From an optimization exercise on the open Yosys and OpenROAD flow, aimed at small area; shortcuts taken in it are not production practice. RTL that was checked went through simulation tests only; none was proved equivalent to the original. Only the layout flow was run in run 1; the RTL was not checked for function there. Power figures rest on the tool's default switching activity, not on a simulated workload.

$ cat flow/design.v
package rv_pkg;
  localparam int xlen = 32;
  typedef logic [31:0]     word_t;
  typedef logic [4:0]      reg_addr_t;
  typedef logic [3:0]      byte_en_t;
  typedef logic [2:0]      funct3_t;
  typedef logic [7:0]      byte_t;
endpackage
`timescale 1ns/10ps
module rv_regfile (
  input  logic              clk,
  input  logic              we,
  input  logic              clr,
  input  rv_pkg::reg_addr_t rs1,
  input  rv_pkg::reg_addr_t rs2,
  input  rv_pkg::reg_addr_t rd,
  input  rv_pkg::byte_t     wd,
  output rv_pkg::byte_t     rs1_byte,
  output rv_pkg::byte_t     rs2_byte
);
  logic [31:0] regs [1:31];
  always_ff @(posedge clk) begin
    for (int i = 1; i < 32; i++) begin
      if (clr || (we && rd == i[4:0])) begin
        regs[i] <= {wd, regs[i][31:8]};
      end else begin
        regs[i] <= {regs[i][7:0], regs[i][31:8]};
      end
    end
  end
  rv_pkg::byte_t tails [0:31];
  always_comb begin
    tails[0] = '0;
    for (int i = 1; i < 32; i++) tails[i] = regs[i][7:0];
  end
  assign rs1_byte = tails[rs1];
  assign rs2_byte = tails[rs2];
endmodule
`timescale 1ns/10ps
module rv_core (
  input  logic             clk,
  input  logic             rst,
  input  rv_pkg::word_t    insn,
  input  rv_pkg::word_t    dmem_rdata,
  output rv_pkg::word_t    pc,
  output rv_pkg::word_t    dmem_addr,
  output rv_pkg::word_t    dmem_wdata,
  output rv_pkg::byte_en_t dmem_be,
  output logic             halt
);
  logic [1:0]  ph;        
  logic        pass;      
  logic        clr;       
  logic [31:2] pc_q;
  logic [23:0] s_q;       
  logic [31:0] t_q;       
  logic        c_q;       
  logic        ci_q;      
  logic        z_q;       
  logic        flag_q;    
  logic        sgn_q;     
  logic [4:0]  sh_q;      
  logic [4:0] op;
  logic [2:0] f3;
  logic is_lui, is_auipc, is_jal, is_jalr, is_br, is_ld, is_st, is_alu;
  logic is_reg, is_shift, is_slt, is_logic, two_pass, last;
  assign op       = insn[6:2];
  assign f3       = insn[14:12];
  assign is_lui   = !op[4] && op[0] && op[3];
  assign is_auipc = !op[4] && op[0] && !op[3];
  assign is_jal   = op[1];
  assign is_jalr  = op[4] && op[0] && !op[1];
  assign is_br    = op[4] && !op[2] && !op[0];
  assign is_ld    = !op[4] && !op[3] && !op[2];
  assign is_st    = !op[4] && op[3] && !op[2];
  assign is_alu   = !op[4] && op[2] && !op[0];
  assign is_reg   = is_alu && op[3];
  assign halt     = op[4] && op[2];
  assign is_shift = is_alu && f3[1:0] == 2'b01;
  assign is_slt   = is_alu && f3[2:1] == 2'b01;
  assign is_logic = is_alu && f3[2] && f3 != 3'b101;
  assign two_pass = is_br || is_ld || is_st || is_shift || is_slt;
  assign last     = !two_pass || pass;
  rv_pkg::word_t imm;
  rv_pkg::byte_t imm_b;
  always_comb begin
    if (!op[4] && op[0])
      imm = {insn[31:12], 12'b0};
    else if (is_jal)
      imm = {{12{insn[31]}}, insn[19:12], insn[20], insn[30:21], 1'b0};
    else if (is_br)
      imm = {{20{insn[31]}}, insn[7], insn[30:25], insn[11:8], 1'b0};
    else if (is_st)
      imm = {{21{insn[31]}}, insn[30:25], insn[11:7]};
    else
      imm = {{21{insn[31]}}, insn[30:20]};
    imm_b = imm[8*ph +: 8];
  end
  rv_pkg::byte_t rs1_b, rs2_b, wd;
  logic          we;
  rv_regfile regfile0 (
    .clk(clk), .we(we), .clr(clr), .rs1(insn[19:15]), .rs2(insn[24:20]),
    .rd(insn[11:7]), .wd(wd), .rs1_byte(rs1_b), .rs2_byte(rs2_b)
  );
  rv_pkg::byte_t pc_b, a, b, bx, sum, alu_out;
  logic          sub, cin, cout;
  assign pc_b = {pc_q, 2'b00} >> (8 * ph);
  assign a    = is_lui ? 8'h00 :
                (is_auipc || is_jal || (is_br && pass)) ? pc_b : rs1_b;
  assign b    = (is_reg || (is_br && !pass)) ? rs2_b : imm_b;
  assign sub  = (is_reg && f3 == 3'b000 && insn[30]) || is_slt || (is_br && !pass);
  assign bx   = sub ? ~b : b;
  assign cin  = (ph == 2'd0) ? sub : c_q;
  assign {cout, sum} = {1'b0, a} + {1'b0, bx} + {8'b0, cin};
  always_comb begin
    if (is_logic) begin
      case (f3[1:0])
        2'b00:   alu_out = a ^ b;
        2'b10:   alu_out = a | b;
        default: alu_out = a & b;
      endcase
    end else begin
      alu_out = sum;
    end
  end
  logic eq, lt, ltu, cmp, flag_d;
  assign eq     = (ph == 2'd0 || z_q) && sum == 8'h00;
  assign lt     = (a[7] ^ b[7]) ? a[7] : sum[7];
  assign ltu    = !cout;
  assign cmp    = (is_br ? f3[1] : f3[0]) ? ltu : lt;
  assign flag_d = is_br ? ((f3[2] ? cmp : eq) ^ f3[0]) : cmp;
  rv_pkg::byte_t inc;
  logic          inc_c;
  assign {inc_c, inc} = {1'b0, pc_b} + {6'b0, ph == 2'd0, 2'b00} + {8'b0, ph != 2'd0 && ci_q};
  rv_pkg::byte_t np;
  logic          take;
  assign take = is_jal || is_jalr || (is_br && flag_q) || ((is_ld || is_st) && !pass);
  assign np   = take ? sum : inc;
  logic [1:0]  q;
  logic [2:0]  r;
  logic        right;
  logic [2:0]  qq;        
  logic [1:0]  lo_sel;
  logic        lo_ok, hi_ok;
  logic [2:0]  off;
  rv_pkg::byte_t lo, hi, fill, sh_out;
  logic [15:0] w;
  assign q     = sh_q[4:3];
  assign r     = sh_q[2:0];
  assign right = f3[2] || is_ld;
  assign qq    = {1'b0, q} + {2'b0, r != 3'd0};
  assign fill  = (f3[2] && insn[30] && sgn_q) ? 8'hff : 8'h00;
  always_comb begin
    if (right) begin
      lo_sel = q;
      lo_ok  = {1'b0, ph} + {1'b0, q} <= 3'd3;
      hi_ok  = {1'b0, ph} + {1'b0, q} <= 3'd2;
      off    = r;
    end else begin
      lo_sel = 2'd0 - qq[1:0];
      lo_ok  = {1'b0, ph} >= qq;
      hi_ok  = {1'b0, ph} + 3'd1 >= qq;
      off    = 3'd0 - r;
    end
    lo = lo_ok ? t_q[8*lo_sel +: 8] : fill;
    hi = hi_ok ? t_q[8*(lo_sel + 2'd1) +: 8] : fill;
    w  = {hi, lo};
    sh_out = w[off +: 8];
  end
  logic          ld_in;
  rv_pkg::byte_t ld_fill;
  assign ld_in   = f3[1] || (f3[0] ? !ph[1] : ph == 2'd0);
  assign ld_fill = {8{sgn_q && !f3[2]}};
  always_comb begin
    if (clr) wd = 8'h00;
    else if (is_jal || is_jalr) wd = inc;
    else if (is_ld && !ld_in) wd = ld_fill;
    else if (is_ld || is_shift) wd = sh_out;
    else if (is_slt) wd = {7'b0, ph == 2'd0 && flag_q};
    else wd = alu_out;
  end
  assign we = (is_lui || is_auipc || is_jal || is_jalr || ((is_alu || is_ld) && last))
              && !clr;
  logic [31:2] addr;
  logic [3:0]  be_mask;
  assign addr = {np, s_q[23:2]};
  assign dmem_addr = {addr, 2'b00};
  assign dmem_wdata = {f3[1] ? rs2_b : (f3[0] ? t_q[23:16] : t_q[15:8]),
                       f3[1] ? t_q[31:24] : t_q[15:8],
                       (f3[1:0] == 2'b00) ? t_q[15:8] : t_q[23:16],
                       t_q[15:8]};
  assign be_mask = f3[1] ? 4'b1111 : (f3[0] ? 4'b0011 : 4'b0001);
  assign dmem_be = (is_st && !pass && ph == 2'd3 && !clr && !rst) ? (be_mask << s_q[1:0]) : 4'b0000;
  assign pc = {pc_q, 2'b00};
  always_ff @(posedge clk) begin
    if (rst) begin
      ph   <= 2'd0;
      pass <= 1'b0;
      clr  <= 1'b1;
      pc_q <= '0;
    end else begin
      ph <= ph + 2'd1;
      if (ph == 2'd3) begin
        if (clr) begin
          clr <= 1'b0;
        end else if (last) begin
          pass <= 1'b0;
          pc_q <= addr;
        end else begin
          pass <= 1'b1;
        end
      end
    end
  end
  always_ff @(posedge clk) begin
    c_q  <= cout;
    ci_q <= inc_c;
    z_q  <= eq;
    if (ph == 2'd3 && !pass) flag_q <= flag_d;
    if (ph == 2'd0 && !pass) sh_q <= is_ld ? {sum[1:0], 3'b000} : b[4:0];
    if (is_ld && pass) begin
      if (ld_in) sgn_q <= sh_out[7];
    end else if (ph == 2'd3) begin
      sgn_q <= rs1_b[7];
    end
    s_q <= {np, s_q[23:8]};
    if (is_ld && !pass && ph == 2'd3) begin
      t_q <= dmem_rdata;
    end else begin
      t_q <= {is_st ? rs2_b : (pass ? t_q[7:0] : rs1_b), t_q[31:8]};
    end
  end
endmodule
$ cat flow/flow/run.sh
#!/bin/bash
# Standard ORFS layout with these changes: the buffers synthesis put in are
# removed at floorplan (placement is not timing driven, so it would keep them),
# ports are buffered with the smallest buffer, and clock tree synthesis uses
# larger sink clusters without dummy loads.
set -euo pipefail
export REMOVE_ABC_BUFFERS=1
export BUFFER_PORTS_ARGS="-buffer_cell sky130_fd_sc_hd__buf_1"
export CTS_ARGS="-sink_clustering_enable -repair_clock_nets -dont_use_dummy_load -buf_list sky130_fd_sc_hd__clkbuf_16 -sink_clustering_size 30 -sink_clustering_max_diameter 50"
bash standard.sh > orfs_make.log 2>&1
$ cat flow/standard.sh
#!/bin/bash
# synth_recipe.tcl (not shown) runs the flow's synth.tcl, then flattens the netlist and writes it again
# the make line also repeats each setting of config.mk as NAME=value (left out here)
make -C /OpenROAD-flow-scripts/flow DESIGN_CONFIG=/design/flow/config.mk WORK_HOME=/design/flow/orfs CLKGATE_MAP_FILE= SYNTH_SCRIPT=/design/flow/synth_recipe.tcl "${@:-finish}"
$ cat flow/config.mk
export PLATFORM = sky130hd
export DESIGN_NAME = rv_core
export DESIGN_NICKNAME = rv_core
export VERILOG_FILES = /design/flow/design.v
export SDC_FILE = /design/flow/constraint.sdc
export NUM_CORES = 4
export LEC_CHECK = 0
export CAP_MARGIN = 20
export CORE_MARGIN = 2
export CORE_UTILIZATION = 60
export GPL_TIMING_DRIVEN = 0
export SLEW_MARGIN = 20
$ cat flow/constraint.sdc
create_clock -name core_clock -period 15.0 [get_ports {clk}]
set_input_delay 3.0000 -clock core_clock [delete_from_list [all_inputs] [get_ports {clk}]]
set_output_delay 3.0000 -clock core_clock [all_outputs]
set_load 0.01 [all_outputs]
==> results of run 1 <==
[layout make-up]
type | count | area, µm² | area share, %
repair buffers | 187 | 1090 | 2.87
clock buffers | 72 | 1800 | 4.75
well taps | 765 | 957 | 2.53
diodes | 4 | 10.0 | 0.0264
flip-flops and latches | 1092 | 21900 | 57.9
multi-input cells | 1797 | 12000 | 31.6
inverters | 37 | 139 | 0.366
[metrics by stage]
stage / utilization [%] / cells / total power, mW / area (µm²) / hold WS [ps]
2_1_floorplan: - / 2926 / 3.26 / 33900 / 310
3_3_place_gp: 61.5 / 3851 / 3.41 / 35400 / 309
3_5_place_dp: 62.6 / 3877 / 3.43 / 36100 / 312
4_1_cts: 65.8 / 3949 / 5.11 / 37900 / 282
5_1_grt: 65.8 / 3954 / 5.26 / 37900 / 285
6_report: 65.8 / 3954 / 5.12 / 37900 / 278
[layout by cell type, fill, tap and decap left out, drive strengths merged, types with 13 or more instances in the layout]
| cell type | netlist | layout |
|---|---|---|
| nand2 | 167 | 167 |
| nand4 | 30 | 30 |
| a22oi | 180 | 180 |
| a221oi | 23 | 23 |
| nand3 | 71 | 71 |
| nand3b | 220 | 220 |
| nor3 | 31 | 31 |
| inv | 34 | 34 |
| clkbuf | 130 | 72 |
| mux2i | 39 | 39 |
| nor2b | 19 | 19 |
| xnor2 | 18 | 18 |
| ha | 39 | 39 |
| buf | 73 | 187 |
| a21oi | 74 | 74 |
| dfxtp | 1085 | 1085 |
| and3 | 17 | 17 |
| o21ai | 297 | 297 |
| a211oi | 57 | 57 |
| a22o | 22 | 22 |
| nor2 | 219 | 219 |
| a21o | 13 | 13 |
| mux2 | 52 | 52 |
| nand2b | 18 | 18 |
[where the power goes]
group          switching, mW  leakage, nW  internal (mW)  total (mW)
Combinational          0.286         3.91          0.134       0.420
Sequential            0.0289         8.81           2.93        2.96
Clock                  0.895        0.887          0.850        1.74
Total                   1.21         13.6           3.91        5.12
[state kept, by name, summed over array words and instances, names as in the netlist, 2 cells and up]
| signal | count |
|---|---|
| ph | 2 |
| regfile0.regs | 992 |
| sh_q | 5 |
| pc_q | 30 |
| t_q | 32 |
| s_q | 24 |
[worst register-to-register path: cells and delay by family, from the launching register on]
family / cells / cell delay (ps)
AOI/OAI and AO/OA: 11 / 2950
buffers and inverters: 3 / 1010
adders and majority gates: 2 / 1000
DFF: 1 / 790
xor gates and xnor gates: 1 / 160
and+or+nand+nor: 1 / 140
[layer usage]
metal  track usage [%]  routed length [µm]  share of wire [%]  vias to the layer above
met5                 0                  26              0.022                        -
met1              47.2               44900                 38                    12600
met2              63.3               54800                 46                     1403
li1                  -                   -                  -                    11200
met4              27.9               10200                8.5                        4
met3              8.35                9390                7.9                      500
[path summary, 6_finish.rpt]
kind	start	to	slack [ps]	depth (start not counted)
min reg2reg	regfile0.regs[8][16]	regfile0.regs[8][8]	280	0
min	regfile0.regs[8][16]	regfile0.regs[8][8]	280	0
max reg2reg	ph[0]	regfile0.regs[6][30]	8800	18
max	insn[22]	dmem_addr[30]	2710	18
[synth_stat cells (6+ instances only)]
library cell	count	area share (%)
nor2_1	219	2.4
a2111oi_0	6	0.15
a221oi_1	23	0.58
and2_1	11	0.20
a21oi_1	73	1.0
nand2b_1	18	0.32
a222oi_1	11	0.32
mux2_2	51	1.6
nor2b_1	19	0.34
buf_2	25	0.36
a22o_1	22	0.55
xor2_1	6	0.15
o21a_1	9	0.19
a22oi_1	180	3.9
nand2_1	165	1.8
xnor2_1	18	0.45
a211oi_1	25	0.54
nand3b_1	220	4.7
buf_4	39	0.84
mux4_2	10	0.65
o21ai_1	162	2.3
nand3_1	71	1.0
dfxtp_1	1085	62
or3b_2	8	0.20
nand4_1	30	0.54
or3_1	12	0.22
and3_1	17	0.31
a21o_1	13	0.28
o2111ai_1	11	0.28
o211ai_1	11	0.24
mux2i_1	39	1.1
a31oi_1	12	0.22
clkbuf_1	130	1.4
nor3_1	30	0.43
edfxtp_1	7	0.60
ha_1	39	1.4
or4_1	6	0.13
inv_1	34	0.37
o21ai_0	134	1.9
a211oi_2	31	1.1
[cell families after synthesis]
family / after synthesis / synth area share, %
muxes: 101 / 3.45
adders and majority gates: 42 / 1.57
other: 1 / 0.0108
buffers and inverters: 240 / 3.18
xor gates and xnor gates: 24 / 0.604
AOI/OAI and AO/OA: 773 / 14.9
DFF: 1092 / 63.0
and+or+nand+nor: 853 / 13.2
==> flow_summary_export.csv, run 1 <==
group,metric,value,unit
run_status,status,"finished clean",
clock_network,cts_made_buffers,72,
finish,fillCellCount,4275,
grt,grt_overflow_total,0,
grt,grt_pass1_wl,171000,µm
sta,finalCritPeriodShare,81.9,%
place,gp_congestion,1.01,
floorplan,core_area,57600,µm²
clock_network,cts_resized,0,
clock_network,clkTransAtPathRegs,110,ps
logic_synthesis,syn_avg_cell_area,11.1,µm²
floorplan,die_area,60000,µm²
critical_path,slowest_delay,860,ps
logic_synthesis,synth_ff_type,"dfxtp_1",
logic_synthesis,ys_seq_area_share,63.0,%
clock_network,cts_buffer_depth,3,
logic_synthesis,synth_seq_cells,1092,
clock_network,cts_tree,"built",
sta,worst_pin_slew,1260,ps
place,hpwl,84300,µm
power,p_per_area,135,nW/µm²
finish,area_delta_synth_final,8.88,%
logic_synthesis,syn_area,34800,µm²
floorplan,die_height,245,µm
clock_network,cts_root_buffer,"clkbuf_16",
critical_path,crit_type,"in2out",
drt,drtIter0Drc,3040,
floorplan,die_w,245,µm
grt,antenna_found_initial,7,
logic_synthesis,ys_types,84,
critical_path,end_kind,"output pin",
sta,period_minus_slack,12290,ps
place,io_buffer_count,160,
critical_path,crit_family,"simple AND/OR/NAND/NOR gates",
critical_path,critPathLaunchType,"input pin",
sta,rsz0062_at_grt,"no",
finish,fin_nets,3295,
drt,finalWirelength,119000,µm
critical_path,path_cells,"buf_1, or3b_2, nor2_2, a22o_1, a221oi_1, nand4_1, nor2_1, a31oi_1, xnor2_1, fa_1, fa_1, nor2b_1, o21a_1, o21ai_0, a211oi_1, nand2_1, o21ai_0, buf_1",
drt,drtAntennaViolNets,0,
logic_synthesis,synth-edff-count,7,
place,place_ws,2950,ps
sta,drv_slew,0,
power,leakage,13.6,nW
sta,tns,0,ps
logic_synthesis,yosys_warnings,4,
sta,slew_headroom,15.6,%
critical_path,crit_required,12000,ps
sta,hold_violations,0,
grt,grt_pass1_vias,25200,
drt,first_pass_iters,7,
power,ir_drop,0.000109,V
critical_path,cpMaxStageDelayCell,"nor2_2",
hold_path,worst_hold_path_type,"reg2reg",
clock_network,post_cts_buffers,0,
floorplan,initial_core_util,60.5,%
floorplan,boundaryPins,167,
logic_synthesis,async_flop_share,0,%
drt,wl_per_cell,30.2,µm
grt,grt_max_degree,76,
floorplan,rows,88,
drt,drc,0,
sta,setup_viol,0,
critical_path,worstPathMaxFanout,12,
clock_network,clkLatencyLatePin,660,ps
finish,final_layout_size_suffix_gt1_share,8.60,%
run,maxCapViolations,0,
sta,finClkSkew,120,ps
sta,setup_ws,2710,ps
clock_network,hold_buffers,0,
grt,track_usage,39.4,%
clock_network,cts.sinks,1092,
drt,num_vias,25700,
sta,fmax,81.4,MHz
logic_synthesis,synth_cells,3126,
drt,vias_per_cell,6.50,
critical_path,arrival,9290,ps
clock_network,h-tree-depth,3,
critical_path,crit_buf_inv,2,
==> inputs of run 2 (changes only) <==
--- a/flow/design.v
+++ b/flow/design.v
@@ -142,3 +142,3 @@
   logic [2:0]  qq;        
-  logic [1:0]  lo_sel;
+  logic [1:0]  lo_sel, hi_sel;
   logic        lo_ok, hi_ok;
@@ -147,2 +147,4 @@
   logic [15:0] w;
+  logic        ld_in;     
+  assign ld_in = f3[1] || (f3[0] ? !ph[1] : ph == 2'd0);
   assign q     = sh_q[4:3];
@@ -151,3 +153,3 @@
   assign qq    = {1'b0, q} + {2'b0, r != 3'd0};
-  assign fill  = (f3[2] && insn[30] && sgn_q) ? 8'hff : 8'h00;
+  assign fill  = {8{sgn_q && (is_ld ? !f3[2] : f3[2] && insn[30])}};
   always_comb begin
@@ -164,4 +166,6 @@
     end
+    if (is_ld) lo_ok = ld_in;
+    hi_sel = lo_sel + 2'd1;
     lo = lo_ok ? t_q[8*lo_sel +: 8] : fill;
-    hi = hi_ok ? t_q[8*(lo_sel + 2'd1) +: 8] : fill;
+    hi = hi_ok ? t_q[8*hi_sel +: 8] : fill;
     w  = {hi, lo};
@@ -169,6 +173,2 @@
   end
-  logic          ld_in;
-  rv_pkg::byte_t ld_fill;
-  assign ld_in   = f3[1] || (f3[0] ? !ph[1] : ph == 2'd0);
-  assign ld_fill = {8{sgn_q && !f3[2]}};
   always_comb begin
@@ -176,3 +176,2 @@
     else if (is_jal || is_jalr) wd = inc;
-    else if (is_ld && !ld_in) wd = ld_fill;
     else if (is_ld || is_shift) wd = sh_out;
==> flow/flow/run.sh (replaced) <==
#!/bin/bash
# Standard ORFS layout with two changes: ports are buffered with the smallest
# buffer, and clock tree synthesis uses larger sink clusters without dummy loads.
set -euo pipefail
export BUFFER_PORTS_ARGS="-buffer_cell sky130_fd_sc_hd__buf_1"
export CTS_ARGS="-sink_clustering_enable -repair_clock_nets -dont_use_dummy_load -buf_list sky130_fd_sc_hd__clkbuf_8 -sink_clustering_size 20 -sink_clustering_max_diameter 40"
export GPL_KEEP_OVERFLOW=0
bash standard.sh > orfs_make.log 2>&1
--- a/flow/config.mk
+++ b/flow/config.mk
@@ -10,3 +10,2 @@
 export CORE_UTILIZATION = 60
-export GPL_TIMING_DRIVEN = 0
 export SLEW_MARGIN = 20
==> run 2 against run 1 <==
Compared with the run above:
- design area fell by 3.0%
- highest routed layer unchanged
- clock skew rose by 17 ps
- synthesized cell count rose by 1.2%
- sequential power barely moved
- die area fell by 1.7%
- register-to-register slack improved by 300 ps
- final cell count rose by 1.2%
- via count rose by 2.4%
- fmax rose by 5.2%
- synthesized area fell by 1.7%
- combinational power fell by 6.7%
==> flow_summary_export.csv, run 2 <==
group,metric,value,unit
critical_path,arrival,8680,ps
drt,first_pass_iters,9,
grt,antenna_found_initial,4,
clock_network,cts_made_buffers,99,
clock_network,cts.sinks,1092,
logic_synthesis,synth-edff-count,7,
grt,grt_pass1_vias,25800,
sta,setup_ws,3320,ps
drt,drtIter0Drc,3284,
critical_path,crit_required,12000,ps
clock_network,cts_buffer_depth,3,
floorplan,rows,87,
drt,drc,0,
sta,worst_pin_slew,1340,ps
place,gp_congestion,1.05,
hold_path,hold_depth,0,
critical_path,end_kind,"output pin",
hold_path,worst_hold_path_type,"reg2reg",
drt,vias_per_cell,6.57,
clock_network,hold_buffers,0,
finish,final_layout_size_suffix_gt1_share,7.86,%
drt,drtAntennaViolNets,0,
floorplan,core_area,56400,µm²
finish,fillCellCount,4198,
critical_path,worstPathMaxFanout,10,
critical_path,cpMaxStageDelayCell,"nor2_1",
drt,wl_per_cell,31.1,µm
critical_path,r2r_start,"ph[1]",
power,ir_drop,0.000166,V
logic_synthesis,syn_avg_cell_area,10.8,µm²
critical_path,r2r.worst_path.cells,19,
sta,setup_viol,0,
clock_network,clkLatencyLatePin,750,ps
logic_synthesis,synth_ff_type,"dfxtp_1",
finish,layout_common_cells,"dfxtp_1, nand3_1, a22oi_1",
logic_synthesis,yosys.area.top_type,"dfxtp_1",
sta,tns,0,ps
finish,largest_reg_flops,992,
power,leakage,13.5,nW
place,placed_cell_area,35300,µm²
finish,final_area,36800,µm²
logic_synthesis,yosys_warnings,4,
sta,rsz0062_at_grt,"no",
critical_path,rrSetupSlack,9100,ps
run_status,status,"finished clean",
logic_synthesis,syn_area,34200,µm²
logic_synthesis,yosysMostFrequentCell,"dfxtp_1",
logic_synthesis,synth_seq_cells,1092,
clock_network,cts_root_buffer,"clkbuf_8",
sta,finClkSkew,137,ps
finish,final_common_cell,"dfxtp_1",
critical_path,slowest_delay,900,ps
clock_network,cts_tree,"built",
grt,track_usage,41.3,%
clock_network,h-tree-depth,3,
floorplan,initial_core_util,60.7,%
sta,hold_violations,0,
sta,drv_slew,0,
place,hpwl,88700,µm
hold_path,min_from,"regfile0.regs[30][23]",
critical_path,critPathLaunchType,"input pin",
hold_path,hold_end,"regfile0.regs[30][15]",
floorplan,boundaryPins,167,
place,io_buffer_count,160,
logic_synthesis,ys_seq_area_share,64.1,%
clock_network,post_cts_buffers,0,
logic_synthesis,netlist.area_leader.share,63.5,%
logic_synthesis,synth.area.top_cells,"dfxtp_1, a22oi_1, nand3_1, o21ai_0, nand2_1",
place,place_ws,3510,ps
run,maxCapViolations,0,
floorplan,die_height,243,µm
sta,slew_headroom,10.6,%
power,total_power,4.81,mW
floorplan,die_area,58900,µm²
sta,fmax,85.6,MHz
logic_synthesis,synth_common_cells,"dfxtp_1, nand3_1, a22oi_1, nand2_1, o21ai_0",
finish,largestRegisters,"regfile0.regs: 992 flops, t_q: 32 flops, pc_q: 30 flops",
finish,top_register,"regfile0.regs",
critical_path,crit_type,"in2out",
floorplan,die_w,243,µm
finish,area_delta_synth_final,7.47,%
logic_synthesis,synth_cells,3164,
finish,fin_nets,3354,
grt,grt_max_degree,109,
grt,grt_pass1_wl,177000,µm
sta,period_minus_slack,11680,ps
sta,finalCritPeriodShare,77.9,%
critical_path,path_cells,"buf_1, or3b_2, nor2_1, a22oi_1, nand4_1, nor3_1, nand2_1, nor2_1, a21oi_1, xor2_1, fa_1, inv_1, fa_1, and3_1, o21ai_0, a21o_1, nand3_1, o21ai_0, buf_1",
clock_network,cts_resized,0,
logic_synthesis,async_flop_share,0,%
clock_network,clkTransAtPathRegs,110,ps
drt,finalWirelength,124000,µm
grt,grt_overflow_total,0,
power,p_per_area,131,nW/µm²
drt,num_vias,26300,
critical_path,r2r-end,"regfile0.regs[10][30]",
logic_synthesis,ys_types,87,
run 2: cell count changes after synthesis, moves of 48 or more:
cell | previous run | this run
nand2_1 | 165 | 213
nand3_1 | 71 | 296
nand3b_1 | 220 | 11
nor2_1 | 219 | 142
o21ai_0 | 134 | 207
o21ai_1 | 162 | 107
run 2: stage by stage:
stage	std cells	utilization (%)	hold WS, ps
6_report	4003	65.2	243
5_1_grt	4003	65.2	243
4_1_cts	3997	65.1	246
3_5_place_dp	3898	62.7	312
3_3_place_gp	3873	61.7	310
2_1_floorplan	3167	-	310
run 2: logic make-up after synthesis:
group	Yosys count	synth area share (%)
AND/OR/NAND/NOR	871	12.4
other	1	0.0110
XOR/XNOR	23	0.611
flip-flops	1092	64.1
buffers and inverters	259	3.39
adder cells (fa/ha/maj)	42	1.60
multiplexers	107	3.65
AO/OA/AOI/OAI	769	14.2
run 2: cell type report:
cell class	instances	area, µm²	area share [%]
antenna	3	7.51	0.0204
clock buffer	99	1360	3.71
inverter	49	191	0.521
multi-input combinational	1816	11300	30.7
sequential	1092	21900	59.7
tap	756	946	2.57
timing repair buffer	188	1040	2.82
run 2: worst max-delay path by stage:
stage / slack (ps) / start / endpoint / cells past startpoint
2_1_floorplan: 5410 / insn[12] / dmem_addr[30] / 17
3_3_place_gp: 1250 / insn[13] / regfile0.regs[28][28] / 18
3_5_place_dp: 3510 / insn[21] / dmem_addr[30] / 19
4_1_cts: 3510 / insn[21] / dmem_addr[30] / 19
5_1_grt: 3200 / insn[22] / dmem_addr[30] / 19
6_report: 3320 / insn[21] / dmem_addr[30] / 19
run 2: power by group:
group	total [mW]	internal [mW]	leakage (nW)	switching (mW)
logic	0.392	0.118	3.97	0.274
registers	2.95	2.92	8.81	0.0291
clock network	1.46	0.585	0.712	0.875
total	4.81	3.63	13.5	1.18
run 2: per-layer routing:
metal / vias up / track usage [%] / part of all wire, %
met5: - / 0 / 0.014
met4: 2 / 27.5 / 7.8
met3: 468 / 9.96 / 8.9
met2: 1640 / 66.4 / 46
met1: 12800 / 49.4 / 37
li1: 11300 / - / -
run 2: worst max-delay path: cells and delay by family:
family          cells  cell delay, ps
compound gates      5            1580
xor+xnor            1             240
fa+ha+maj           2             700
buf+inv             3             700
simple gates        8            2450
==> inputs of run 3 (changes only) <==
--- a/flow/flow/run.sh
+++ b/flow/flow/run.sh
@@ -6,3 +6,2 @@
 export CTS_ARGS="-sink_clustering_enable -repair_clock_nets -dont_use_dummy_load -buf_list sky130_fd_sc_hd__clkbuf_8 -sink_clustering_size 20 -sink_clustering_max_diameter 40"
-export GPL_KEEP_OVERFLOW=0
 bash standard.sh > orfs_make.log 2>&1
==> run 3 against run 2 <==
Compared with the run above:
- highest routed layer is now met4
- synthesized cell count unchanged
- first-iteration DRC count up 19%
- utilization up 0.15 points
- setup slack better by 430 ps
- synthesized area unchanged
- largest cell class unchanged
- clock skew up 6.5 ps
- via count up 0.59%
==> flow_summary_export.csv, run 3 <==
group,metric,value,unit
finish,top_register,"regfile0.regs",
clock_network,cts_resized,0,
power,internal_power,3.62,mW
logic_synthesis,ys_types,87,
grt,grt_overflow_total,0,
run_status,status,"finished clean",
floorplan,boundaryPins,167,
grt,track_usage,42.0,%
critical_path,crit_type,"in2out",
logic_synthesis,syn_avg_cell_area,10.8,µm²
critical_path,worstPathMaxFanout,12,
power,switching_share,24.7,%
clock_network,post_cts_buffers,0,
finish,largestRegisters,"regfile0.regs: 992 flops, t_q: 32 flops, pc_q: 30 flops",
logic_synthesis,synth_ff_type,"dfxtp_1",
floorplan,die_area,58900,µm²
critical_path,crit_required,12000,ps
floorplan,initial_core_util,60.7,%
power,switching_power,1.18,mW
grt,grt_max_degree,115,
clock_network,hold_buffers,0,
drt,num_vias,26500,
run,maxCapViolations,0,
clock_network,clkLatencyLatePin,800,ps
place,io_buffer_count,160,
finish,layout_common_cells,"dfxtp_1, nand3_1, a22oi_1",
drt,wl_per_cell,31.2,µm
power,ir_drop,0.000130,V
logic_synthesis,synth_common_cells,"dfxtp_1, nand3_1, a22oi_1, nand2_1, o21ai_0",
drt,drtIter0Drc,3902,
drt,first_pass_iters,18,
logic_synthesis,syn_area,34200,µm²
finish,final_common_cell,"dfxtp_1",
critical_path,path_cells,"buf_1, nand2_1, nor2_1, buf_4, a22oi_1, nand4_1, nor2_1, nand2_1, mux2i_1, nor2_1, inv_1, fa_1, inv_1, fa_1, and3_1, o21ai_0, a21oi_1, nand3_1, o21ai_0, buf_1",
logic_synthesis,ys_seq_area_share,64.1,%
critical_path,crit_top_cell,"nor2_1",
clock_network,cts_buffer_depth,3,
logic_synthesis,yosysMostFrequentCell,"dfxtp_1",
logic_synthesis,async_flop_share,0,%
clock_network,cts_root_buffer,"clkbuf_8",
logic_synthesis,synth_seq_cells,1092,
sta,setup_viol,0,
finish,area_delta_synth_final,7.72,%
logic_synthesis,synth_cells,3164,
sta,slew_headroom,12.9,%
power,p_comb_share,8.2,%
clock_network,cts_tree,"built",
place,placed_cell_area,35500,µm²
grt,grt_pass1_wl,178000,µm
sta,hold_violations,0,
power,p_per_area,130,nW/µm²
clock_network,clkTransAtPathRegs,110,ps
grt,grt_pass1_vias,25800,
floorplan,die_height,243,µm
drt,finalWirelength,126000,µm
sta,worst_pin_slew,1300,ps
sta,rsz0062_at_grt,"no",
finish,fin_nets,3405,
finish,final_layout_size_suffix_gt1_share,8.56,%
floorplan,rows,87,
critical_path,critPathLaunchType,"input pin",
power,power.clock.fraction,30.4,%
clock_network,h-tree-depth,3,
sta,drv_slew,0,
sta,finClkSkew,143,ps
place,place_ws,3940,ps
logic_synthesis,yosys_warnings,4,
clock_network,cts_made_buffers,98,
sta,tns,0,ps
critical_path,arrival,8260,ps
sta,setup_ws,3740,ps
place,hpwl,89000,µm
hold_path,worst_hold_path_type,"reg2reg",
drt,drtAntennaViolNets,0,
logic_synthesis,yosys.area.top_type,"dfxtp_1",
logic_synthesis,netlist.area_leader.share,63.5,%
place,gp_congestion,1.04,
clock_network,cts.sinks,1092,
drt,vias_per_cell,6.52,
drt,drc,0,
critical_path,end_kind,"output pin",
logic_synthesis,synth.area.top_cells,"dfxtp_1, a22oi_1, nand3_1, o21ai_0, nand2_1",
critical_path,slowest_delay,970,ps
finish,largest_reg_flops,992,
sta,period_minus_slack,11260,ps
power,leakage,13.7,nW
floorplan,core_area,56400,µm²
critical_path,cpMaxStageDelayCell,"nor2_1",
grt,antenna_found_initial,7,
logic_synthesis,synth-edff-count,7,
floorplan,die_w,243,µm
sta,fmax,88.8,MHz
power,p_seq_share,61.4,%
sta,finalCritPeriodShare,75.0,%
power,total_power,4.81,mW
finish,final_area,36900,µm²
[run 3: logic make-up after synthesis]
group,count (synthesis),share of synthesized area (%)
muxes,107,3.65
DFF,1092,64.1
buffers and inverters,259,3.39
AOI/OAI and AO/OA,769,14.2
other,1,0.0110
xor gates and xnor gates,23,0.611
and+or+nand+nor,871,12.4
adders and majority gates,42,1.60
[run 3: cell type report]
type / instances / area (µm²)
clock buffers: 98 / 1350
repair buffers: 240 / 1210
well taps: 756 / 946
inverters: 49 / 189
multi-input cells: 1816 / 11200
flip-flops and latches: 1092 / 21900
diodes: 6 / 15.0
fillers: 4316 / 19500
[run 3: metrics by stage]
stage	util (%)	hold WS (ps)	cells
2_1_floorplan	-	310	3167
3_3_place_gp	62.8	310	3950
3_5_place_dp	62.9	312	3953
4_1_cts	65.3	267	4051
5_1_grt	65.4	280	4056
6_report	65.4	262	4057
[run 3: final timing paths]
path | endpoint | startpoint | slack [ps] | cells past startpoint
max | dmem_addr[30] | insn[19] | 3740 | 20
min reg2reg | regfile0.regs[17][14] | regfile0.regs[17][22] | 260 | 0
max reg2reg | regfile0.regs[1][24] | sh_q[0] | 9320 | 15
min | regfile0.regs[17][14] | regfile0.regs[17][22] | 260 | 0
[run 3: routing by layer]
layer | part of all wire, % | vias up | GRT usage (%)
met5 | 0 | - | 0
met3 | 8.7 | 512 | 8.26
met4 | 8.4 | 0 | 28.3
met1 | 37 | 12800 | 51.8
met2 | 45 | 1646 | 67.2
li1 | - | 11500 | -
[run 3: power by group through the flow]
stage | registers, mW | clock network [mW] | logic, mW
after detailed placement | 3.01 | 0 | 0.382
final | 2.95 | 1.46 | 0.395
after global routing | 2.95 | 1.56 | 0.418
after CTS | 2.95 | 1.46 | 0.384
after global placement | 3.01 | 0 | 0.377
after floorplan | 3.00 | 0 | 0.275
[run 3: critical path, delay by kind of cell]
kind | cells | cell delay, ps
multiplexers | 1 | 130
buffers and inverters | 5 | 1290
adder cells (fa/ha/maj) | 2 | 620
AND/OR/NAND/NOR | 8 | 2440
AO/OA/AOI/OAI | 4 | 750
==> inputs of run 4 (changes only) <==
==> flow/run.sh (new file) <==
#!/bin/bash
# synth_recipe.tcl (not shown) runs the flow's synth.tcl, then flattens the netlist and writes it again
# the make line also repeats each setting of config.mk as NAME=value (left out here)
make -C /OpenROAD-flow-scripts/flow DESIGN_CONFIG=/design/flow/config.mk WORK_HOME=/design/flow/orfs CLKGATE_MAP_FILE= SYNTH_SCRIPT=/design/flow/synth_recipe.tcl finish
--- a/flow/config.mk
+++ b/flow/config.mk
@@ -9,3 +9,3 @@
 export CORE_MARGIN = 2
-export CORE_UTILIZATION = 60
+export CORE_UTILIZATION = 40
 export SLEW_MARGIN = 20
removed: flow/flow/run.sh
removed: flow/standard.sh
==> run 4 against run 3 <==
Compared with the run above:
- largest cell class unchanged
- non-clock buffer count decreased by 11
- global-route usage decreased by 14 points
- sequential cell count unchanged
- design area increased by 9.9%
- synthesized cell count unchanged
- first-iteration DRC count decreased by 40%
- still clean on timing, DRC and antenna
- register-to-register slack got worse by 30 ps
- largest power group unchanged
==> flow_summary_export.csv, run 4 <==
group,metric,value,unit
run_status,status,"finished clean",
grt,grt_pass1_vias,23900,
place,gp_congestion,1.02,
floorplan,die_area,87900,µm²
clock_network,cts_tree,"built",
finish,top_register,"regfile0.regs",
sta,finClkSkew,48.0,ps
finish,largestRegisters,"regfile0.regs: 992 flops, t_q: 32 flops, pc_q: 30 flops",
finish,final_common_cell,"dfxtp_1",
sta,slew_headroom,22.2,%
grt,track_usage,28.3,%
run,maxCapViolations,0,
floorplan,core_area,85000,µm²
critical_path,critPathCapture,"dmem_addr[30]",
clock_network,cts_buffer_depth,3,
clock_network,clkLatencyLatePin,690,ps
floorplan,die_w,296,µm
sta,rsz0062_at_grt,"no",
critical_path,crit_top_cell,"nor2_1",
drt,num_vias,25100,
grt,grt_pass1_wl,176000,µm
drt,first_pass_iters,8,
logic_synthesis,synth_seq_cells,1092,
clock_network,h-tree-depth,3,
finish,layout_common_cells,"dfxtp_1, nand3_1, a22oi_1",
critical_path,r2r-end,"regfile0.regs[1][25]",
grt,grt_max_degree,105,
floorplan,initial_core_util,40.2,%
critical_path,critPathLaunchType,"input pin",
critical_path,cpMaxStageDelayCell,"clkdlybuf4s50_1",
critical_path,rrSetupSlack,9290,ps
finish,fin_nets,3399,
clock_network,clkTransAtPathRegs,60,ps
drt,drtIter0Drc,2332,
logic_synthesis,ys_seq_area_share,64.1,%
critical_path,arrival,9230,ps
critical_path,crit_required,12000,ps
logic_synthesis,yosys_warnings,4,
critical_path,r2r.worst_path.cells,18,
drt,finalWirelength,126000,µm
clock_network,post_cts_buffers,0,
logic_synthesis,ys_types,87,
grt,antenna_found_initial,1,
sta,hold_violations,0,
place,io_buffer_count,160,
sta,period_minus_slack,12230,ps
power,leakage,15.1,nW
sta,fmax,81.8,MHz
finish,largest_reg_flops,992,
sta,setup_viol,0,
logic_synthesis,syn_avg_cell_area,10.8,µm²
logic_synthesis,yosys.area.top_type,"dfxtp_1",
logic_synthesis,syn_area,34200,µm²
critical_path,crit_type,"in2out",
floorplan,die_height,296,µm
floorplan,boundaryPins,167,
critical_path,path_cells,"clkdlybuf4s50_1, or3b_2, nor2_1, a22oi_1, nand3_1, nor2_1, nand2_1, nor2_1, a31oi_1, xnor2_1, fa_1, and3_1, o21ai_0, a21o_1, nand3_1, o21ai_0, clkdlybuf4s50_1",
finish,seqCellArea,21900,µm²
drt,drtAntennaViolNets,0,
hold_path,worst_hold_path_type,"reg2reg",
sta,drv_slew,0,
logic_synthesis,synth_cells,3164,
logic_synthesis,netlist.area_leader.share,63.5,%
critical_path,end_kind,"output pin",
clock_network,cts_resized,0,
sta,finalCritPeriodShare,81.5,%
logic_synthesis,synth_common_cells,"dfxtp_1, nand3_1, a22oi_1, nand2_1, o21ai_0",
finish,final_layout_size_suffix_gt1_share,10.0,%
sta,tns,0,ps
sta,worst_pin_slew,1160,ps
critical_path,worstPathMaxFanout,11,
clock_network,cts.sinks,1092,
logic_synthesis,yosysMostFrequentCell,"dfxtp_1",
power,p_per_area,150,nW/µm²
logic_synthesis,async_flop_share,0,%
power,ir_drop,0.000109,V
finish,multiInputGateArea,11200,µm²
finish,utilization,47.6,%
finish,area_delta_synth_final,18.4,%
critical_path,slowest_delay,910,ps
grt,grt_overflow_total,0,
critical_path,r2r_start,"sh_q[0]",
drt,wl_per_cell,27.8,µm
logic_synthesis,synth.area.top_cells,"dfxtp_1, a22oi_1, nand3_1, o21ai_0, nand2_1",
floorplan,rows,107,
logic_synthesis,synth-edff-count,7,
sta,fin_hold_ws,304,ps
critical_path,critPathLaunch,"insn[20]",
finish,fillCellCount,7918,
power,total_power,6.09,mW
critical_path,cp.depth,17,
logic_synthesis,synth_ff_type,"dfxtp_1",
clock_network,hold_buffers,0,
place,hpwl,89700,µm
critical_path,crit_buf_inv,2,
drt,drc,0,
drt,vias_per_cell,5.54,
clock_network,cts_root_buffer,"clkbuf_16",
critical_path,crit_family,"simple AND/OR/NAND/NOR gates",
clock_network,cts_made_buffers,103,
==> run 4: changes by cell type in the layout (fill, tap and decap cells not counted), sizes merged <==
cell           change
inv                +7
clkbuf            +41
buf              -167
clkdlybuf4s50    +158
clkinv            +24
bufinv            +12
diode              -1
clkinvlp           +5
==> run 4: cell families (layout without fill, tap and decap cells) <==
group / Yosys count / after routing / share of synthesized area (%)
buffers and inverters: 259 / 467 / 3.39
AND/OR/NAND/NOR: 871 / 871 / 12.4
XOR/XNOR: 23 / 23 / 0.611
adder cells (fa/ha/maj): 42 / 42 / 1.60
multiplexers: 107 / 107 / 3.65
flip-flops: 1092 / 1092 / 64.1
other: 1 / 9 / 0.0110
AO/OA/AOI/OAI: 769 / 769 / 14.2
==> run 4: per-layer routing <==
metal	up-vias	wire, µm	global-route usage [%]
met5	-	11	0
met1	12200	52700	35.9
met4	2	6240	13.9
met2	1003	58800	46.7
li1	11500	-	-
met3	276	7970	4.66
==> run 4: worst register-to-register path, stage by stage, from the launching register on <==
cell,delay (ps)
edfxtp_1,850
inv_2,270
ha_1,260
ha_1,180
inv_1,50
ha_1,140
ha_1,300
inv_1,180
ha_1,190
nor3b_1,50
o41a_1,380
mux2i_2,620
nor3_1,240
a311o_1,420
a31oi_1,200
nor2_1,100
o41ai_4,340
buf_4,510
o21ai_0,290
==> run 4: report_power, final <==
| part | internal, mW | leakage [nW] | total (mW) | switching [mW] |
|---|---|---|---|---|
| Sequential | 2.93 | 8.81 | 2.95 | 0.0243 |
| Clock | 1.59 | 1.77 | 2.72 | 1.13 |
| Combinational | 0.150 | 4.50 | 0.426 | 0.275 |
| Total | 4.67 | 15.1 | 6.09 | 1.43 |
==> run 4: cell type report <==
class | count | share of cell area [%]
multi-input cells | 1816 | 27.6
clock buffers | 141 | 7.26
diodes | 5 | 0.0309
well taps | 1144 | 3.54
repair buffers | 229 | 5.25
flip-flops and latches | 1092 | 54.2
clock inverters | 48 | 1.66
inverters | 49 | 0.467
==> run 4: worst min path at each step <==
stage,from,end,cells after the start
finish,regfile0.regs[17][21],regfile0.regs[17][13],0
CTS,regfile0.regs[28][18],regfile0.regs[28][10],0
floorplan,regfile0.regs[10][8],regfile0.regs[10][0],0
global route,regfile0.regs[23][18],regfile0.regs[23][10],0
detailed placement,regfile0.regs[11][10],regfile0.regs[11][2],0
global placement,regfile0.regs[25][14],regfile0.regs[25][6],0
==> run 4: stage by stage <==
stage | area, µm² | instances | setup slack (ps)
final | 40500 | 4524 | 2770
after detailed placement | 36800 | 4329 | 2940
after global placement | 36800 | 4328 | 2930
after floorplan | 34200 | 3167 | 5410
after CTS | 40500 | 4518 | 2900
after global routing | 40500 | 4519 | 2640
==> inputs of run 5 (changes only) <==
==> flow/flow/run.sh (new file) <==
#!/bin/bash
# Standard ORFS layout with these changes: after floorplan the combinational
# logic is remapped for area (flow/restructure.tcl), ports are buffered with the
# smallest buffer, and clock tree synthesis uses larger sink clusters without
# dummy loads.
set -euo pipefail
WORK=$(pwd)
mkdir -p "$WORK/rmp"
python3 "$WORK/flow/filter_lib.py" "$FLOW_HOME/platforms/sky130hd/lib/sky130_fd_sc_hd__tt_025C_1v80.lib" \
  "$WORK/rmp/restructure.lib" lpflow probe > "$WORK/filter_lib.log" 2>&1
export RMP_LIB="$WORK/rmp/restructure.lib"
export RMP_DIR="$WORK/rmp"
export POST_FLOORPLAN_TCL="$WORK/flow/restructure.tcl"
export BUFFER_PORTS_ARGS="-buffer_cell sky130_fd_sc_hd__buf_1"
export CTS_ARGS="-sink_clustering_enable -repair_clock_nets -dont_use_dummy_load -buf_list sky130_fd_sc_hd__clkbuf_8 -sink_clustering_size 20 -sink_clustering_max_diameter 40"
bash standard.sh > orfs_make.log 2>&1
==> flow/flow/filter_lib.py (new file) <==
"""Write a copy of a Liberty file without the cells whose names match any of the
given substrings (the platform's don't-use cells), for logic restructuring."""
import re
import sys

src, dst = sys.argv[1], sys.argv[2]
drop = sys.argv[3:]
text = open(src).read()
out = []
pos = 0
for m in re.finditer(r'\n\s*cell\s*\(\s*"?([\w]+)"?\s*\)\s*\{', text):
    if m.start() < pos:
        continue
    name = m.group(1)
    if not any(d in name for d in drop):
        continue
    # find the matching close brace of this cell group
    depth = 0
    i = m.end() - 1
    while True:
        c = text[i]
        if c == '{':
            depth += 1
        elif c == '}':
            depth -= 1
            if depth == 0:
                break
        i += 1
    out.append(text[pos:m.start()])
    pos = i + 1
out.append(text[pos:])
open(dst, 'w').write(''.join(out))
==> flow/flow/restructure.tcl (new file) <==
# Sourced after floorplan (POST_FLOORPLAN_TCL): drop the buffers synthesis
# inserted and remap the combinational logic for area. Registers are left as
# synthesis made them. The liberty given to the remapper has the platform's
# don't-use cells removed.
remove_buffers
restructure -target area -liberty_file $::env(RMP_LIB) \
  -tielo_port sky130_fd_sc_hd__conb_1/LO -tiehi_port sky130_fd_sc_hd__conb_1/HI \
  -work_dir $::env(RMP_DIR) -abc_logfile $::env(RMP_DIR)/abc.log
report_design_area
==> flow/standard.sh (new file) <==
#!/bin/bash
# synth_recipe.tcl (not shown) runs the flow's synth.tcl, then flattens the netlist and writes it again
# the make line also repeats each setting of config.mk as NAME=value (left out here)
make -C /OpenROAD-flow-scripts/flow DESIGN_CONFIG=/design/flow/config.mk WORK_HOME=/design/flow/orfs CLKGATE_MAP_FILE= SYNTH_SCRIPT=/design/flow/synth_recipe.tcl "${@:-finish}"
--- a/flow/config.mk
+++ b/flow/config.mk
@@ -9,3 +9,3 @@
 export CORE_MARGIN = 2
-export CORE_UTILIZATION = 40
+export CORE_UTILIZATION = 60
 export SLEW_MARGIN = 20
removed: flow/run.sh
==> run 5 against run 4 <==
Compared with the run above:
- non-clock buffer count fell by 30
- synthesized cell count unchanged
- power is 22% lower
- clock power shrank 48%
- still clean on timing, DRC and antenna
- sequential cell count unchanged
- synthesized area stayed put
- sequential share of layout area is 8.5 points higher
- largest power group unchanged
- register-to-register slack got worse by 2000 ps
- design area decreased by 14%
- largest cell class unchanged
==> flow_summary_export.csv, run 5 <==
group,metric,value,unit
clock_network,cts_resized,0,
place,hpwl,94400,µm
sta,tns,0,ps
floorplan,initial_core_util,60.7,%
clock_network,h-tree-depth,3,
sta,finalCritPeriodShare,86.9,%
logic_synthesis,yosys_warnings,4,
critical_path,critPathLaunch,"insn[19]",
run_status,status,"finished clean",
drt,num_vias,26000,
critical_path,arrival,10030,ps
critical_path,end_kind,"output pin",
logic_synthesis,synth.area.top_cells,"dfxtp_1, a22oi_1, nand3_1, o21ai_0, nand2_1",
critical_path,crit_required,12000,ps
sta,setup_viol,0,
place,io_buffer_count,160,
clock_network,cts_root_buffer,"clkbuf_8",
sta,setup_ws,1970,ps
floorplan,die_height,243,µm
grt,track_usage,42.6,%
power,p_per_area,135,nW/µm²
power,ir_drop,0.000130,V
critical_path,crit_family,"compound AO/OA/AOI/OAI gates",
grt,antenna_found_initial,11,
clock_network,cts_made_buffers,92,
hold_path,min_from,"regfile0.regs[9][18]",
drt,drtIter0Drc,3643,
finish,final_layout_size_suffix_gt1_share,4.57,%
logic_synthesis,synth_ff_type,"dfxtp_1",
drt,drc,0,
sta,slew_headroom,13.1,%
sta,period_minus_slack,13030,ps
critical_path,crit_type,"in2out",
logic_synthesis,async_flop_share,0,%
grt,grt_pass1_wl,178000,µm
clock_network,clkTransAtPathRegs,110,ps
sta,fmax,76.7,MHz
logic_synthesis,synth_seq_cells,1092,
place,placed_cell_area,33700,µm²
power,leakage,11.8,nW
floorplan,die_area,58900,µm²
finish,top_register,"regfile0.regs",
grt,grt_pass1_vias,24400,
clock_network,cts.sinks,1092,
drt,vias_per_cell,6.76,
floorplan,die_w,243,µm
logic_synthesis,ys_seq_area_share,64.1,%
critical_path,path_cells,"buf_1, clkinv_1, nand3_1, o22ai_1, a2111oi_1, nand4_1, o221ai_1, clkinv_1, or2_0, a22oi_1, nor3_1, nor3_1, o221a_1, or3b_1, o21a_1, a2bb2oi_1, o22ai_1, buf_1",
sta,hold_violations,0,
logic_synthesis,yosys.area.top_type,"dfxtp_1",
clock_network,clkLatencyLatePin,770,ps
finish,largestRegisters,"regfile0.regs: 992 flops, t_q: 32 flops, pc_q: 30 flops",
critical_path,cpMaxStageDelayCell,"a2111oi_1",
logic_synthesis,syn_avg_cell_area,10.8,µm²
critical_path,critPathLaunchType,"input pin",
clock_network,post_cts_buffers,0,
logic_synthesis,ys_types,87,
run,maxCapViolations,0,
finish,largest_reg_flops,992,
finish,final_area,35000,µm²
sta,fin_hold_ws,230,ps
place,gp_congestion,1.18,
logic_synthesis,syn_area,34200,µm²
logic_synthesis,netlist.area_leader.share,63.5,%
drt,finalWirelength,130000,µm
sta,finClkSkew,130,ps
floorplan,core_area,56400,µm²
floorplan,boundaryPins,167,
floorplan,rows,87,
grt,grt_overflow_total,0,
critical_path,cp.depth,18,
finish,area_delta_synth_final,2.23,%
clock_network,cts_buffer_depth,3,
finish,layout_common_cells,"dfxtp_1, o22ai_1, clkinv_1",
hold_path,worst_hold_path_type,"reg2reg",
critical_path,r2r.worst_path.cells,23,
critical_path,crit_buf_inv,4,
logic_synthesis,synth-edff-count,7,
drt,drtAntennaViolNets,0,
critical_path,slowest_delay,1030,ps
logic_synthesis,synth_common_cells,"dfxtp_1, nand3_1, a22oi_1, nand2_1, o21ai_0",
logic_synthesis,yosysMostFrequentCell,"dfxtp_1",
sta,rsz0062_at_grt,"no",
sta,worst_pin_slew,1270,ps
finish,final_common_cell,"dfxtp_1",
hold_path,hold_depth,0,
place,place_ws,2510,ps
drt,wl_per_cell,33.7,µm
clock_network,hold_buffers,0,
critical_path,r2r_start,"pass",
clock_network,cts_tree,"built",
finish,fin_nets,3151,
drt,first_pass_iters,6,
sta,drv_slew,0,
logic_synthesis,synth_cells,3164,
critical_path,worstPathMaxFanout,21,
grt,grt_max_degree,40,
## run 5: worst paths after layout
kind                                               to  slack [ps]
worst min-delay path             regfile0.regs[9][10]         230
worst max-delay path                    dmem_addr[31]        1970
worst max register to register  regfile0.regs[28][31]        7330
worst min register to register   regfile0.regs[9][10]         230
## run 5: final cells by class
cell class	count	area, µm²
Antenna cell	8	20.0
Clock buffer	92	1270
Fill cell	4312	21400
Inverter	386	1450
Multi-Input combinational cell	1314	8470
Sequential cell	1092	21900
Tap cell	756	946
Timing Repair Buffer	199	893
## run 5: logic make-up after synthesis
kind of cell / count (synthesis) / synth area share, %
AOI/OAI and AO/OA: 769 / 14.2
other: 1 / 0.0110
DFF: 1092 / 64.1
muxes: 107 / 3.65
xor gates and xnor gates: 23 / 0.611
adders and majority gates: 42 / 1.60
and+or+nand+nor: 871 / 12.4
buffers and inverters: 259 / 3.39
## run 5: through the flow
stage / instances / total power, mW / util (%)
after detailed placement: 3747 / 3.37 / 59.7
final: 3847 / 4.74 / 62.0
after CTS: 3839 / 4.72 / 62.0
after global routing: 3840 / 4.86 / 62.0
after floorplan: 3167 / 3.28 / -
after global placement: 3747 / 3.36 / 59.7
## run 5: per-layer routing
layer	global-route usage [%]	routed length, µm
met1	53.0	48900
met2	64.3	55700
met3	13.2	14900
met4	27.4	9900
met5	1.14	105
## run 5: power breakdown
part | switching, mW | leakage (nW) | internal, mW | total (mW)
sequential | 0.0230 | 8.82 | 2.93 | 2.95
clock | 0.865 | 0.662 | 0.545 | 1.41
combinational | 0.272 | 2.27 | 0.101 | 0.374
## run 5: worst register-to-register path, cell delays in order (launching register included)
cell and delay (ps):
dfxtp_1 290, buf_4 190, clkinv_1 70, buf_4 240
a22oi_1 110, nor3_1 880, clkinv_1 560, o21ai_0 280
buf_4 220, clkinv_1 290, o22ai_1 310, nand2_1 110
a21oi_1 280, a22oi_1 200, nor3_1 290, nor3_1 130
o221a_1 240, or3b_1 370, o21a_1 160, a2bb2oi_1 460
a21oi_1 160, o21ai_2 1000, buf_4 500, o22ai_1 190
==> inputs of run 6 (changes only) <==
--- a/flow/design.v
+++ b/flow/design.v
@@ -11,2 +11,3 @@
   input  logic              clk,
+  input  logic              pol,
   input  logic              we,
@@ -20,3 +21,5 @@
 );
-  logic [31:0] regs [1:31];
+  logic [31:0]   regs [1:31];
+  rv_pkg::byte_t wd_s;
+  assign wd_s = wd ^ {8{pol}};
   always_ff @(posedge clk) begin
@@ -24,5 +27,5 @@
       if (clr || (we && rd == i[4:0])) begin
-        regs[i] <= {wd, regs[i][31:8]};
+        regs[i] <= {~wd_s, regs[i][31:8]};
       end else begin
-        regs[i] <= {regs[i][7:0], regs[i][31:8]};
+        regs[i] <= {~regs[i][7:0], regs[i][31:8]};
       end
@@ -32,7 +35,7 @@
   always_comb begin
-    tails[0] = '0;
+    tails[0] = {8{pol}};
     for (int i = 1; i < 32; i++) tails[i] = regs[i][7:0];
   end
-  assign rs1_byte = tails[rs1];
-  assign rs2_byte = tails[rs2];
+  assign rs1_byte = tails[rs1] ^ {8{pol}};
+  assign rs2_byte = tails[rs2] ^ {8{pol}};
 endmodule
@@ -53,2 +56,3 @@
   logic        clr;       
+  logic        pol;       
   logic [31:2] pc_q;
@@ -101,3 +105,3 @@
   rv_regfile regfile0 (
-    .clk(clk), .we(we), .clr(clr), .rs1(insn[19:15]), .rs2(insn[24:20]),
+    .clk(clk), .pol(pol), .we(we), .clr(clr), .rs1(insn[19:15]), .rs2(insn[24:20]),
     .rd(insn[11:7]), .wd(wd), .rs1_byte(rs1_b), .rs2_byte(rs2_b)
@@ -191,3 +195,3 @@
   assign be_mask = f3[1] ? 4'b1111 : (f3[0] ? 4'b0011 : 4'b0001);
-  assign dmem_be = (is_st && !pass && ph == 2'd3 && !clr && !rst) ? (be_mask << s_q[1:0]) : 4'b0000;
+  assign dmem_be = (is_st && !pass && ph == 2'd3 && !clr && !rst) ? (be_mask << sh_q[4:3]) : 4'b0000;
   assign pc = {pc_q, 2'b00};
@@ -214,2 +218,3 @@
   always_ff @(posedge clk) begin
+    if (ph == 2'd3) pol <= !pol;
     c_q  <= cout;
@@ -218,3 +223,3 @@
     if (ph == 2'd3 && !pass) flag_q <= flag_d;
-    if (ph == 2'd0 && !pass) sh_q <= is_ld ? {sum[1:0], 3'b000} : b[4:0];
+    if (ph == 2'd0 && !pass) sh_q <= (is_ld || is_st) ? {sum[1:0], 3'b000} : b[4:0];
     if (is_ld && pass) begin
--- a/flow/flow/run.sh
+++ b/flow/flow/run.sh
@@ -4,3 +4,3 @@
 # smallest buffer, and clock tree synthesis uses larger sink clusters without
-# dummy loads.
+# dummy loads. Timing-driven placement keeps none of its resizing.
 set -euo pipefail
@@ -15,2 +15,3 @@
 export CTS_ARGS="-sink_clustering_enable -repair_clock_nets -dont_use_dummy_load -buf_list sky130_fd_sc_hd__clkbuf_8 -sink_clustering_size 20 -sink_clustering_max_diameter 40"
+export GPL_KEEP_OVERFLOW=0
 bash standard.sh > orfs_make.log 2>&1
==> run 6 against run 5 <==
Compared with the run above:
- first-iteration DRC count down 3.1%
- utilization down 5.9 points
- critical path depth up 8
- global-route usage down 4.7 points
- non-clock buffer count up 20
- sequential cell count down 1
- count of clock-buffer cells in the layout down 3
- via count down 4.2%
- setup slack worse by 930 ps
- combinational power up 84%
- clock power down 3%
- largest power group unchanged
- highest routed layer unchanged
==> flow_summary_export.csv, run 6 <==
group,metric,value,unit
critical_path,critPathLaunch,"insn[24]",
clock_network,cts_tree,"built",
critical_path,r2r.worst_path.cells,26,
floorplan,rows,92,
sta,drv_slew,0,
logic_synthesis,yosysMostFrequentCell,"dfxtp_1",
power,p_per_area,155,nW/µm²
sta,tns,0,ps
logic_synthesis,synth_ff_type,"dfxtp_1",
critical_path,crit_required,12000,ps
clock_network,cts_buffer_depth,3,
clock_network,post_cts_buffers,0,
logic_synthesis,synth.area.top_cells,"dfxtp_1, nand2_1, mux2i_1, a21oi_1, nand3_1",
critical_path,critPathLaunchType,"input pin",
clock_network,clkLatencyLatePin,770,ps
grt,antenna_found_initial,7,
clock_network,h-tree-depth,3,
critical_path,r2r-end,"regfile0.regs[25][31]",
critical_path,rrSetupSlack,7120,ps
critical_path,arrival,10970,ps
place,placed_cell_area,34000,µm²
sta,slew_headroom,16.7,%
clock_network,hold_buffers,0,
sta,hold_violations,0,
drt,drtAntennaViolNets,0,
finish,top_register,"regfile0.regs",
finish,fin_nets,2986,
floorplan,die_area,65100,µm²
drt,drc,0,
power,leakage,13.0,nW
logic_synthesis,yosys_warnings,4,
floorplan,die_height,255,µm
floorplan,die_w,255,µm
logic_synthesis,netlist.area_leader.share,57.3,%
finish,final_common_cell,"dfxtp_1",
drt,finalWirelength,127000,µm
power,total_power,5.45,mW
sta,setup_viol,0,
grt,grt_max_degree,36,
logic_synthesis,async_flop_share,0,%
sta,finalCritPeriodShare,93.1,%
critical_path,crit_top_cell,"clkinv_1",
drt,drtIter0Drc,3529,
finish,area_delta_synth_final,-6.95,%
grt,grt_pass1_wl,172000,µm
logic_synthesis,synth_seq_cells,1091,
sta,worst_pin_slew,1250,ps
run,maxCapViolations,0,
clock_network,cts.sinks,1091,
critical_path,cpMaxStageDelayCell,"nor2_1",
grt,grt_overflow_total,0,
place,place_ws,1480,ps
grt,grt_pass1_vias,23000,
critical_path,crit_type,"in2out",
logic_synthesis,syn_area,37800,µm²
sta,setup_ws,1030,ps
sta,finClkSkew,156,ps
hold_path,worst_hold_path_type,"reg2reg",
sta,period_minus_slack,13970,ps
logic_synthesis,synth_cells,3643,
finish,largestRegisters,"regfile0.regs: 992 flops, t_q: 32 flops, pc_q: 30 flops",
grt,track_usage,37.9,%
finish,final_layout_size_suffix_gt1_share,6.65,%
clock_network,cts_resized,0,
logic_synthesis,synth_common_cells,"dfxtp_1, nand2_1, clkbuf_1, a21oi_1, nand3_1",
clock_network,clkTransAtPathRegs,100,ps
logic_synthesis,yosys.area.top_type,"dfxtp_1",
drt,num_vias,24900,
floorplan,initial_core_util,60.3,%
sta,rsz0062_at_grt,"no",
sta,fmax,71.6,MHz
floorplan,boundaryPins,167,
logic_synthesis,syn_avg_cell_area,10.4,µm²
logic_synthesis,ys_seq_area_share,57.9,%
finish,final_area,35200,µm²
place,io_buffer_count,160,
finish,layout_common_cells,"dfxtp_1, o22ai_1, clkinv_1",
logic_synthesis,synth-edff-count,8,
critical_path,end_kind,"output pin",
clock_network,cts_root_buffer,"clkbuf_8",
floorplan,core_area,62700,µm²
critical_path,critPathCapture,"dmem_addr[31]",
clock_network,cts_made_buffers,89,
drt,vias_per_cell,6.61,
drt,wl_per_cell,33.6,µm
place,gp_congestion,1.02,
finish,largest_reg_flops,992,
logic_synthesis,ys_types,107,
place,hpwl,96300,µm
critical_path,slowest_delay,920,ps
critical_path,worstPathMaxFanout,22,
critical_path,r2r_start,"pass",
drt,first_pass_iters,10,
run_status,status,"finished clean",
power,ir_drop,0.000135,V
==> run 6: cell types whose count changed in the layout (fill, tap and decap cells not counted), moves of 23 or more <==
| cell | before | now |
|---|---|---|
| a222oi_1 | 2 | 76 |
| a22o_1 | 28 | 57 |
| a22oi_1 | 21 | 83 |
| clkinv_1 | 385 | 195 |
| nand3_1 | 41 | 8 |
| nor2_1 | 103 | 142 |
| nor4_1 | 52 | 14 |
| o21ai_0 | 45 | 92 |
| o21ai_1 | 0 | 23 |
| o221a_1 | 44 | 2 |
| o22ai_1 | 546 | 381 |
| o32ai_1 | 3 | 36 |
| or3_1 | 67 | 10 |
==> run 6: per-layer routing <==
layer  up-vias  wire [µm]  global-route usage [%]
met5         -         31                       0
met4         4       9400                    24.0
met3       414      11600                    8.33
met2      1641      54400                    57.5
met1     12200      51200                    49.3
li1      10700          -                       -
==> run 6: worst max-delay path, delay by kind of cell <==
kind                   cells  cell delay (ps)
AO/OA/AOI/OAI             13             3860
buffers and inverters      7             1960
AND/OR/NAND/NOR            6             2060
==> run 6: power by group <==
part / total, mW / internal [mW] / switching (mW)
logic: 0.687 / 0.229 / 0.458
clock network: 1.37 / 0.528 / 0.839
registers: 3.40 / 3.18 / 0.218
==> run 6: layout make-up <==
| type | count | area, µm² |
|---|---|---|
| repair buffers | 219 | 1360 |
| fillers | 5186 | 27500 |
| multi-input cells | 1322 | 8880 |
| well taps | 846 | 1060 |
| inverters | 197 | 742 |
| clock buffers | 89 | 1220 |
| flip-flops and latches | 1091 | 21900 |
| diodes | 4 | 10.0 |
==> run 6: worst min-delay path by stage <==
stage / from / end / slack (ps) / cells past startpoint
3_3_place_gp: regfile0.regs[23][26] / regfile0.regs[23][18] / 310 / 0
4_1_cts: regfile0.regs[29][14] / regfile0.regs[29][6] / 240 / 0
5_1_grt: regfile0.regs[29][14] / regfile0.regs[29][6] / 240 / 0
2_1_floorplan: regfile0.regs[10][8] / regfile0.regs[10][0] / 310 / 0
3_5_place_dp: regfile0.regs[22][31] / regfile0.regs[22][23] / 310 / 0
6_report: regfile0.regs[29][14] / regfile0.regs[29][6] / 260 / 0
==> run 6: cell families (layout without fill, tap and decap cells) <==
family	after synthesis	in the layout	share of synthesized area (%)
fa+ha+maj	42	0	1.45
buf+inv	337	505	3.97
compound gates	855	1009	16.3
xor+xnor	35	5	0.850
simple gates	1129	304	15.0
other cells	1	8	0.00991
mux	153	0	4.50
flops	1091	1091	57.9
==> run 6: per-stage QoR <==
step | instances | hold slack, ps | utilization (%)
2_1_floorplan | 3646 | 310 | -
3_3_place_gp | 3616 | 309 | 52.5
3_5_place_dp | 3674 | 312 | 54.1
4_1_cts | 3763 | 244 | 56.1
5_1_grt | 3765 | 244 | 56.1
6_report | 3768 | 256 | 56.1

## static timing again, ports no longer ideal
How much do the figures lean on ideal ports? The routed layouts below were timed once more, with nothing changed but the port constraints. Step 1 assumes that a clkbuf_16 drives the clock port and a buf_2 every other input. Step 2 moves the port delays by t, midway between the first and last clock arrival at a register: inputs arrive t later, outputs are due t later. That takes back most of the time a late clock gives input paths. Three values: ideal ports, drivers, drivers and shift; two values: the first two.
run	t (ns)	setup slack, ns	hold WS [ns]	slew at the worst register clock pin (ns)
run 1	0.666	2.712 / 2.683 / 2.683	0.278 / 0.278 / 0.278	0.11 / 0.11
run 2	0.742	3.316 / 3.291 / 3.291	0.243 / 0.243 / 0.243	0.11 / 0.11
run 3	0.784	3.745 / 3.716 / 3.716	0.262 / 0.262 / 0.262	0.11 / 0.11
run 4	0.736	2.771 / 2.748 / 2.748	0.304 / 0.304 / 0.304	0.07 / 0.07
run 5	0.767	1.967 / 1.890 / 1.890	0.230 / 0.230 / 0.230	0.12 / 0.12
run 6	0.752	1.034 / 0.943 / 0.943	0.256 / 0.256 / 0.256	0.11 / 0.11
After both steps every run listed still meets setup and hold. For run 6, which loses most, drivers alone change the setup slack by -0.091 ns; drivers and shift together by -0.091 ns.
